Context: an optimization exercise on an open-source flow, tuned for small area. The choices shown serve that exercise and are no tape-out recipe. At most, simulation tests tie the RTL to the original design; equivalence was not proved. Power figures rest on the tool's default switching activity, not on a simulated workload.

==> xenon: inputs <==
==> flow/design.v <==
`timescale 1ns/1ps
module riscvTop (
   input  logic        CLK,
   input  logic        RSTn,
   output logic        iMemCsn,
   output logic [11:0] iMemAddr,    
   input  logic [31:0] iMemData,
   output logic        dMemCsn,
   output logic [11:0] dMemAddr,    
   output logic [31:0] dMemDout,
   input  logic [31:0] dMemData,
   output logic        dMemWen,
   output logic        rfWe,
   output logic [4:0]  rfRa1,
   output logic [4:0]  rfRa2,
   output logic [4:0]  rfWa,
   input  logic [31:0] rfRd1,
   input  logic [31:0] rfRd2,
   output logic [31:0] rfWd,
   output logic        halt,
   output logic [31:0] numInst
);
   logic [9:0]  pc;       
   logic [3:0]  ph;
   logic        p2;
   logic [31:0] r;
   logic [3:0]  prev;
   logic        carry, eq;
   wire [31:0] ins = iMemData;
   wire [2:0]  f3  = ins[14:12];
   wire isJal   = ins[3];
   wire isLui   = ins[2] & ~ins[3];
   wire isSys   = ins[6] & ins[4];
   wire isBr    = ins[6] & ~ins[4] & ~ins[2];
   wire isLoad  = ~ins[5] & ~ins[4];
   wire isStore = ~ins[6] & ins[5] & ~ins[4];
   wire isImm   = ~ins[5] & ins[4];
   wire isAlu   = ~ins[6] & ins[4] & ~ins[2];    
   wire isReg   = isAlu & ins[5];
   wire regWr   = isAlu | isLui | isJal | isLoad;
   wire aluOp   = isAlu & ~p2;
   wire isSll   = aluOp & (f3 == 3'b001);
   wire isSrl   = aluOp & (f3 == 3'b101);
   wire isSlt   = aluOp & (f3 == 3'b010);
   wire isLogic = aluOp & f3[2] & (f3[1] | ~f3[0]);    
   wire isSub   = ~p2 & ((isReg & (f3 == 3'b000) & ins[30]) | (isAlu & (f3 == 3'b010)) | isBr);
   wire prime = (ph == 4'd15);
   wire wr    = (ph == 4'd8);
   wire [2:0] dig = ph[2:0];
   wire [4:0] shamt = isImm ? ins[24:20] : rfRd2[4:0];
   wire       frac  = |shamt[1:0];
   logic [4:0] first;    
   logic [1:0] fs;
   always_comb begin
      first = 5'h1f;
      fs    = 2'd0;
      if (isSrl) begin
         first = {2'b0, shamt[4:2]} + {4'd0, frac} - 5'd1;
         fs    = -shamt[1:0];
      end else if (isSll) begin
         first = ~{2'b0, shamt[4:2]};
         fs    = shamt[1:0];
      end
   end
   logic [4:0] ri;
   wire  setup = (ph == 4'd14);
   always_ff @(posedge CLK) ri <= setup ? first : ri + 5'd1;
   wire       usePc   = isJal | p2;
   wire       inRange = (ri[4:3] == 2'b00) & ~isLui & ~usePc;
   logic [3:0] pcDig;
   always_comb begin
      case (dig)
         3'd0: pcDig = {pc[1:0], 2'b00};
         3'd1: pcDig = pc[5:2];
         3'd2: pcDig = pc[9:6];
         default: pcDig = 4'd0;
      endcase
   end
   wire [3:0] cur = inRange ? rfRd1[{ri[2:0], 2'b00} +: 4] : (usePc ? pcDig : 4'd0);
   wire [7:0] fun = {cur, prev};
   wire [3:0] opA;
   assign opA[0] = fun[4 - fs];
   assign opA[1] = fun[5 - fs];
   assign opA[2] = fun[6 - fs];
   assign opA[3] = fun[7 - fs];
   wire taken = isJal | (isBr & (eq ^ ins[12]));
   wire useS  = isStore | isBr;
   logic [3:0] immIS;
   always_comb begin
      case (dig)
         3'd0: immIS = useS ? ins[10:7] : ins[23:20];
         3'd1: immIS = {ins[27:25], useS ? ins[11] : ins[24]};
         3'd2: immIS = {p2 ? (isJal ? ins[20] : ins[7]) : ins[31], ins[30:28]};
         default: immIS = {4{ins[31]}};
      endcase
   end
   wire [3:0] immU   = (dig < 3'd3) ? 4'd0 : ins[{dig, 2'b00} +: 4];
   wire [3:0] four   = {1'b0, dig == 3'd0, 2'b00};
   wire [3:0] rs2Dig = rfRd2[{dig, 2'b00} +: 4];
   logic [3:0] opB;
   always_comb begin
      if (p2)                opB = taken ? immIS : four;
      else if (isReg | isBr) opB = rs2Dig;
      else if (isLui)        opB = immU;
      else if (isJal)        opB = four;
      else                   opB = immIS;
   end
   wire [3:0] bx = opB ^ {4{isSub}};
   logic [3:0] tt;
   always_comb begin
      if (isSll | isSrl) tt = 4'b1100;    
      else if (isSlt)    tt = 4'b0000;
      else if (isLogic)  tt = (f3[1:0] == 2'b00) ? 4'b0110 : (f3[0] ? 4'b1000 : 4'b1110);
      else               tt = 4'b0110;
   end
   wire arith = ~(isSll | isSrl | isSlt | isLogic);
   logic [4:0] c;
   logic [3:0] out;
   always_comb begin
      c[0] = carry;
      for (int i = 0; i < 4; i++) begin
         out[i]   = tt[{opA[i], bx[i]}] ^ (arith & c[i]);
         c[i + 1] = (opA[i] & bx[i]) | (c[i] & (opA[i] ^ bx[i]));
      end
   end
   wire b31 = isImm ? ins[31] : rfRd2[31];
   wire lt  = ~carry ^ rfRd1[31] ^ b31;
   wire p1dig = ~ph[3] & ~p2;
   always_ff @(posedge CLK) begin
      r     <= {out, r[31:4]};
      prev  <= cur;
      carry <= prime ? isSub : (~wr & c[4]);
      if (p1dig) eq <= ((dig == 3'd0) | eq) & (out == 4'd0);
   end
   wire last = p2 & (ph == 4'd2);
   always_ff @(posedge CLK) begin
      if (RSTn) begin
         ph   <= 4'd14;
         p2   <= 1'b0;
         pc   <= 10'd0;
         halt <= 1'b0;
      end else begin
         if (wr) begin
            ph <= 4'd0;
            p2 <= 1'b1;
         end else if (last) begin
            ph <= 4'd14;
            p2 <= 1'b0;
         end else
            ph <= ph + 4'd1;
         if (last && !isSys) pc <= {out, r[31:26]};
         if (wr && isSys) halt <= 1'b1;
      end
   end
   logic       cc, clr;
   wire        rot = p1dig & ~halt;
   wire [4:0]  inc = {1'b0, clr ? 4'd0 : numInst[3:0]} + {4'd0, (dig == 3'd0) | cc};
   always_ff @(posedge CLK) begin
      cc <= inc[4];
      if (rot) numInst <= {inc[3:0], numInst[31:4]};
      if (RSTn) clr <= 1'b1;
      else if (rot && dig == 3'd7) clr <= 1'b0;
   end
   assign iMemCsn  = 1'b0;
   assign iMemAddr = {pc, 2'b00};
   assign rfRa1    = ins[19:15];
   assign rfRa2    = ins[24:20];
   assign rfWa     = ins[11:7];
   assign rfWe     = wr & regWr & (ins[11:7] != 5'd0);
   assign rfWd     = isLoad ? dMemData : {r[31:1], r[0] | (isSlt & lt)};
   assign dMemCsn  = 1'b0;
   assign dMemWen  = ~(wr & isStore);
   assign dMemAddr = r[13:2];
   assign dMemDout = rfRd2;
endmodule
==> flow/flow/run.sh <==
#!/bin/bash
# Standard ORFS layout, except that the port buffers are the smallest buffer
# (buf_1) instead of the cell buffer_ports picks by default; the resizer still
# upsizes any of them that timing, slew or capacitance need.
set -euo pipefail
export BUFFER_PORTS_ARGS="-buffer_cell sky130_fd_sc_hd__buf_1"
bash standard.sh > standard_make.log 2>&1
==> flow/standard.sh <==
#!/bin/bash
# synth_recipe.tcl (not shown) runs the flow's synth.tcl, then flattens the netlist and writes it again
# the make line also repeats each setting of config.mk as NAME=value (left out here)
make -C /OpenROAD-flow-scripts/flow DESIGN_CONFIG=/design/flow/config.mk WORK_HOME=/design/flow/orfs CLKGATE_MAP_FILE= SYNTH_SCRIPT=/design/flow/synth_recipe.tcl "${@:-finish}"
==> flow/config.mk <==
export PLATFORM = sky130hd
export DESIGN_NAME = riscvTop
export DESIGN_NICKNAME = riscvTop
export VERILOG_FILES = /design/flow/design.v
export SDC_FILE = /design/flow/constraint.sdc
export NUM_CORES = 4
export LEC_CHECK = 0
export CAP_MARGIN = 20
export CORE_MARGIN = 2
export CORE_UTILIZATION = 40
export CTS_BUF_LIST = sky130_fd_sc_hd__clkbuf_8
export SLEW_MARGIN = 20
==> flow/constraint.sdc <==
create_clock -name core_clock -period 7.0 [get_ports {CLK}]
set_input_delay 1.4000 -clock core_clock [delete_from_list [all_inputs] [get_ports {CLK}]]
set_output_delay 1.4000 -clock core_clock [all_outputs]
set_load 0.01 [all_outputs]
==> maple: changes against xenon <==
--- a/flow/design.v
+++ b/flow/design.v
@@ -49,24 +49,22 @@
    wire [2:0] dig = ph[2:0];
    wire [4:0] shamt = isImm ? ins[24:20] : rfRd2[4:0];
    wire       frac  = |shamt[1:0];
-   logic [4:0] first;    
+   logic [4:0] off;
    logic [1:0] fs;
    always_comb begin
-      first = 5'h1f;
-      fs    = 2'd0;
+      off = 5'd0;
+      fs  = 2'd0;
       if (isSrl) begin
-         first = {2'b0, shamt[4:2]} + {4'd0, frac} - 5'd1;
-         fs    = -shamt[1:0];
+         off = {2'b0, shamt[4:2]} + {4'd0, frac};
+         fs  = -shamt[1:0];
       end else if (isSll) begin
-         first = ~{2'b0, shamt[4:2]};
-         fs    = shamt[1:0];
+         off = -{2'b0, shamt[4:2]};
+         fs  = shamt[1:0];
       end
    end
-   logic [4:0] ri;
-   wire  setup = (ph == 4'd14);
-   always_ff @(posedge CLK) ri <= setup ? first : ri + 5'd1;
+   wire [4:0] idx = {ph[3], ph} + off;    
    wire       usePc   = isJal | p2;
-   wire       inRange = (ri[4:3] == 2'b00) & ~isLui & ~usePc;
+   wire       inRange = (idx[4:3] == 2'b00) & ~isLui & ~usePc;
    logic [3:0] pcDig;
    always_comb begin
       case (dig)
@@ -76,7 +74,7 @@
          default: pcDig = 4'd0;
       endcase
    end
-   wire [3:0] cur = inRange ? rfRd1[{ri[2:0], 2'b00} +: 4] : (usePc ? pcDig : 4'd0);
+   wire [3:0] cur = inRange ? rfRd1[{idx[2:0], 2'b00} +: 4] : (usePc ? pcDig : 4'd0);
    wire [7:0] fun = {cur, prev};
    wire [3:0] opA;
    assign opA[0] = fun[4 - fs];
@@ -135,7 +133,7 @@
    wire last = p2 & (ph == 4'd2);
    always_ff @(posedge CLK) begin
       if (RSTn) begin
-         ph   <= 4'd14;
+         ph   <= 4'd15;
          p2   <= 1'b0;
          pc   <= 10'd0;
          halt <= 1'b0;
@@ -144,7 +142,7 @@
             ph <= 4'd0;
             p2 <= 1'b1;
          end else if (last) begin
-            ph <= 4'd14;
+            ph <= 4'd15;
             p2 <= 1'b0;
          end else
             ph <= ph + 4'd1;
--- a/flow/config.mk
+++ b/flow/config.mk
@@ -9,4 +9,5 @@
 export CORE_MARGIN = 2
 export CORE_UTILIZATION = 40
 export CTS_BUF_LIST = sky130_fd_sc_hd__clkbuf_8
+export GPL_TIMING_DRIVEN = 0
 export SLEW_MARGIN = 20
==> quartz: changes against xenon <==
==> flow/design.v, changed modules only <==
module riscvTop (
   input  logic        CLK,
   input  logic        RSTn,
   output logic        iMemCsn,
   output logic [11:0] iMemAddr,    
   input  logic [31:0] iMemData,
   output logic        dMemCsn,
   output logic [11:0] dMemAddr,    
   output logic [31:0] dMemDout,
   input  logic [31:0] dMemData,
   output logic        dMemWen,
   output logic        rfWe,
   output logic [4:0]  rfRa1,
   output logic [4:0]  rfRa2,
   output logic [4:0]  rfWa,
   input  logic [31:0] rfRd1,
   input  logic [31:0] rfRd2,
   output logic [31:0] rfWd,
   output logic        halt,
   output logic [31:0] numInst
);
   logic [9:0]  pc;       
   logic [3:0]  ph;
   logic [31:0] r;
   logic [3:0]  prev;
   logic        carry, eq;
   wire [31:0] ins = iMemData;
   wire [2:0]  f3  = ins[14:12];
   wire isJal   = ins[3];
   wire isLui   = ins[2] & ~ins[3];
   wire isSys   = ins[6] & ins[4];
   wire isBr    = ins[6] & ~ins[4] & ~ins[2];
   wire isLoad  = ~ins[5] & ~ins[4];
   wire isStore = ~ins[6] & ins[5] & ~ins[4];
   wire isImm   = ~ins[5] & ins[4];
   wire isAlu   = ~ins[6] & ins[4] & ~ins[2];    
   wire isReg   = isAlu & ins[5];
   wire regWr   = isAlu | isLui | isJal | isLoad;
   wire aluOp   = isAlu & ~p2;
   wire isSll   = aluOp & (f3 == 3'b001);
   wire isSrl   = aluOp & (f3 == 3'b101);
   wire isSlt   = aluOp & (f3 == 3'b010);
   wire isLogic = aluOp & f3[2] & (f3[1] | ~f3[0]);    
   wire isSub   = ~p2 & ((isReg & (f3 == 3'b000) & ins[30]) | (isAlu & (f3 == 3'b010)) | isBr);
   wire p2    = ph[3] & ~ph[2];             
   wire prime = (ph == 4'd15);
   wire wr    = (ph == 4'd12);
   wire [2:0] dig = ph[2:0];
   wire [4:0] shamt = isImm ? ins[24:20] : rfRd2[4:0];
   wire       frac  = |shamt[1:0];
   logic [3:0] ri;
   logic [1:0] fs;
   always_comb begin
      fs = 2'd0;
      if (isSrl)      fs = -shamt[1:0];
      else if (isSll) fs = shamt[1:0];
   end
   wire [3:0] first = isSrl ? {1'b0, shamt[4:2]} : isSll ? {1'b1, ~shamt[4:2]} : 4'hf;
   wire       setup = (ph == 4'd14);
   wire       hold  = prime & isSrl & ~frac;
   always_ff @(posedge CLK) ri <= setup ? first : ri + {3'd0, ~hold};
   wire       usePc   = isJal | p2;
   wire       inRange = ~ri[3] & ~isLui & ~usePc;
   logic [3:0] pcDig;
   always_comb begin
      case (dig)
         3'd0: pcDig = {pc[1:0], 2'b00};
         3'd1: pcDig = pc[5:2];
         3'd2: pcDig = pc[9:6];
         default: pcDig = 4'd0;
      endcase
   end
   wire [3:0] cur = inRange ? rfRd1[{ri[2:0], 2'b00} +: 4] : (usePc ? pcDig : 4'd0);
   wire [7:0] fun = {cur, prev};
   wire [3:0] opA;
   assign opA[0] = fun[4 - fs];
   assign opA[1] = fun[5 - fs];
   assign opA[2] = fun[6 - fs];
   assign opA[3] = fun[7 - fs];
   wire taken = isJal | (isBr & (eq ^ ins[12]));
   wire useS  = isStore | isBr;
   logic [3:0] immIS;
   always_comb begin
      case (dig)
         3'd0: immIS = useS ? ins[10:7] : ins[23:20];
         3'd1: immIS = {ins[27:25], useS ? ins[11] : ins[24]};
         3'd2: immIS = {p2 ? (isJal ? ins[20] : ins[7]) : ins[31], ins[30:28]};
         default: immIS = {4{ins[31]}};
      endcase
   end
   wire [3:0] immU   = (dig < 3'd3) ? 4'd0 : ins[{dig, 2'b00} +: 4];
   wire [3:0] four   = {1'b0, dig == 3'd0, 2'b00};
   wire [3:0] rs2Dig = rfRd2[{dig, 2'b00} +: 4];
   logic [3:0] opB;
   always_comb begin
      if (p2)                opB = taken ? immIS : four;
      else if (isReg | isBr) opB = rs2Dig;
      else if (isLui)        opB = immU;
      else if (isJal)        opB = four;
      else                   opB = immIS;
   end
   wire [3:0] bx = opB ^ {4{isSub}};
   logic [3:0] tt;
   always_comb begin
      if (isSll | isSrl) tt = 4'b1100;    
      else if (isSlt)    tt = 4'b0000;
      else if (isLogic)  tt = (f3[1:0] == 2'b00) ? 4'b0110 : (f3[0] ? 4'b1000 : 4'b1110);
      else               tt = 4'b0110;
   end
   wire arith = ~(isSll | isSrl | isSlt | isLogic);
   logic [4:0] c;
   logic [3:0] out;
   always_comb begin
      c[0] = carry;
      for (int i = 0; i < 4; i++) begin
         out[i]   = tt[{opA[i], bx[i]}] ^ (arith & c[i]);
         c[i + 1] = (opA[i] & bx[i]) | (c[i] & (opA[i] ^ bx[i]));
      end
   end
   wire b31 = isImm ? ins[31] : rfRd2[31];
   wire lt  = ~carry ^ rfRd1[31] ^ b31;
   wire p1dig = ~ph[3] & ~p2;
   always_ff @(posedge CLK) begin
      r     <= {out, r[31:4]};
      prev  <= cur;
      carry <= prime ? isSub : (~wr & c[4]);
      eq    <= ((p1dig & (dig == 3'd0)) | eq) & (~p1dig | (out == 4'd0));
   end
   wire last = p2 & ph[1];                  
   always_ff @(posedge CLK) begin
      if (RSTn) begin
         ph   <= 4'd14;
         pc   <= 10'd0;
      end else begin
         case (ph)
            4'd7:    ph <= 4'd12;
            4'd12:   ph <= isSys ? 4'd13 : 4'd8;
            4'd13:   ph <= 4'd13;    
            4'd10:   ph <= 4'd14;
            default: ph <= ph + 4'd1;
         endcase
         if (last) pc <= {out, r[31:26]};
      end
   end
   logic       cc, clr;
   wire        rot = p1dig;
   wire [4:0]  inc = {1'b0, clr ? 4'd0 : numInst[3:0]} + {4'd0, (dig == 3'd0) | cc};
   always_ff @(posedge CLK) begin
      cc <= inc[4];
      if (rot) numInst <= {inc[3:0], numInst[31:4]};
      if (RSTn) clr <= 1'b1;
      else if (rot && dig == 3'd7) clr <= 1'b0;
   end
   assign halt     = (ph == 4'd13);
   assign iMemCsn  = 1'b0;
   assign iMemAddr = {pc, 2'b00};
   assign rfRa1    = ins[19:15];
   assign rfRa2    = ins[24:20];
   assign rfWa     = ins[11:7];
   assign rfWe     = wr & regWr & (ins[11:7] != 5'd0);
   assign rfWd     = isLoad ? dMemData : {r[31:1], r[0] | (isSlt & lt)};
   assign dMemCsn  = 1'b0;
   assign dMemWen  = ~(wr & isStore);
   assign dMemAddr = r[13:2];
   assign dMemDout = rfRd2;
endmodule
==> flow/flow/run.sh (replaced) <==
#!/bin/bash
# Standard ORFS layout with two changes:
#  - ABC maps the combinational logic for area (flow/abc_area.script) instead
#    of ORFS's delay-oriented script; everything else in synthesis, including
#    the flip-flops and their names, is unchanged;
#  - the port buffers are the smallest buffer (buf_1); the resizer still
#    upsizes any that timing, slew or capacitance need.
set -euo pipefail
rm -rf scripts_local
cp -r "$FLOW_HOME/scripts" scripts_local
cp flow/abc_area.script scripts_local/abc_speed.script
export SCRIPTS_DIR="$PWD/scripts_local"
export BUFFER_PORTS_ARGS="-buffer_cell sky130_fd_sc_hd__buf_1"
export CTS_ARGS="-sink_clustering_enable -repair_clock_nets -buf_list sky130_fd_sc_hd__clkbuf_8 -dont_use_dummy_load"
bash standard.sh > standard_make.log 2>&1
==> flow/flow/abc_area.script (new file) <==
strash
&get -n
&st
&syn2
&synch2
&put
dch -f
amap
strash
dch -f
amap
topo
stime -c
==> results.py <==
metrics = {
    "setup_path": {
        "crit_arrival_ns": 6.83,
        "crit_cells": 29,
        "worst-path-buf-inv": 4,
    },
    "power_and_ir_drop": {
        "pwr-share-comb_pct": 37.5,
        "ir_drop_v": 0.0000962,
        "power_sequential_uw": 714,
        "internal_power_uw": 1120,
    },
    "sta": {
        "worst_hold_slack_ns": 0.348,
        "worst_pin_slew_ns": 0.987,
        "clock-skew-final_ns": 0.0144,
    },
    "status": {
        "status": "finished clean",
    },
    "yosys": {
        "synth_fa_ha_area_share_pct": 4.84,
        "synth.avg_cell_area_um2": 10.2,
    },
    "route": {
        "num_vias": 5362,
    },
    "floorplan": {
        "tap_cells": 184,
        "initial_core_util_pct": 40.6,
    },
    "final_layout": {
        "clk_share_pct": 2.76,
        "nonClkBufAreaFrac_pct": 22.5,
    },
    "global_routing": {
        "grt_use_met1_pct": 29.2,
    },
}
(the above is from maple)
==> results.py <==
metrics = {
    "final_layout": {
        "nonClkBufAreaFrac_pct": 15.2,
        "clk_share_pct": 2.61,
    },
    "sta": {
        "clock-skew-final_ns": 0.0166,
        "worst_hold_slack_ns": 0.352,
        "worst_pin_slew_ns": 0.893,
    },
    "power_and_ir_drop": {
        "ir_drop_v": 0.000109,
        "power_sequential_uw": 901,
        "pwr-share-comb_pct": 40.6,
    },
    "status": {
        "status": "finished clean",
    },
    "setup_path": {
        "crit_cells": 22,
        "crit_arrival_ns": 5.94,
    },
    "yosys": {
        "synth_fa_ha_area_share_pct": 3.74,
    },
    "floorplan": {
        "tap_cells": 184,
    },
}
(the above is from xenon)
==> results.py <==
metrics = {
    "status": {
        "status": "finished clean",
    },
    "global_routing": {
        "grt_use_met1_pct": 28.2,
    },
    "power_and_ir_drop": {
        "power_sequential_uw": 876,
        "internal_power_uw": 1250,
    },
    "route": {
        "num_vias": 5145,
    },
    "floorplan": {
        "initial_core_util_pct": 41.4,
    },
    "sta": {
        "worst_pin_slew_ns": 0.814,
        "clock-skew-final_ns": 0.0183,
        "worst_hold_slack_ns": 0.352,
    },
    "final_layout": {
        "clk_share_pct": 2.08,
        "nonClkBufAreaFrac_pct": 17.6,
    },
    "yosys": {
        "synth_fa_ha_area_share_pct": 3.98,
        "synth.avg_cell_area_um2": 8.99,
    },
}
(the above is from quartz)
For quartz, only the layout was checked, not whether the RTL still works.

==> separate check: timing with driven ports <==
In the flow no input, the clock included, has a driving cell. The finished layouts below were timed again as built, in two steps.
Step 1 (the two cells are an assumption about what drives the block):
set clk [get_ports {CLK}]
set_driving_cell -lib_cell sky130_fd_sc_hd__clkbuf_16 $clk
set_driving_cell -lib_cell sky130_fd_sc_hd__buf_2 [delete_from_list [all_inputs] $clk]
Step 2 moves the port delays by t, midway between the first and last clock arrival at a register: inputs arrive t later, outputs are due t later. That takes back most of the time a late clock gives input paths.
Slacks: ideal ports / drivers / drivers and shift; pairs: ideal ports / drivers.
run | shift t [ns] | slack for setup (ns) | slew at the worst register clock pin (ns)
xenon | 0.401 | 1.192 / 1.207 / 0.805 | 0.11 / 0.11
maple | 0.408 | 0.305 / 0.291 / -0.117 | 0.10 / 0.10
quartz | 0.395 | 1.088 / 1.104 / 0.708 | 0.09 / 0.09
Met with ideal ports but missed after step 2: setup timing in maple. The setup slack of maple, which loses most, moves by -0.014 ns with the drivers and by -0.422 ns with both steps.
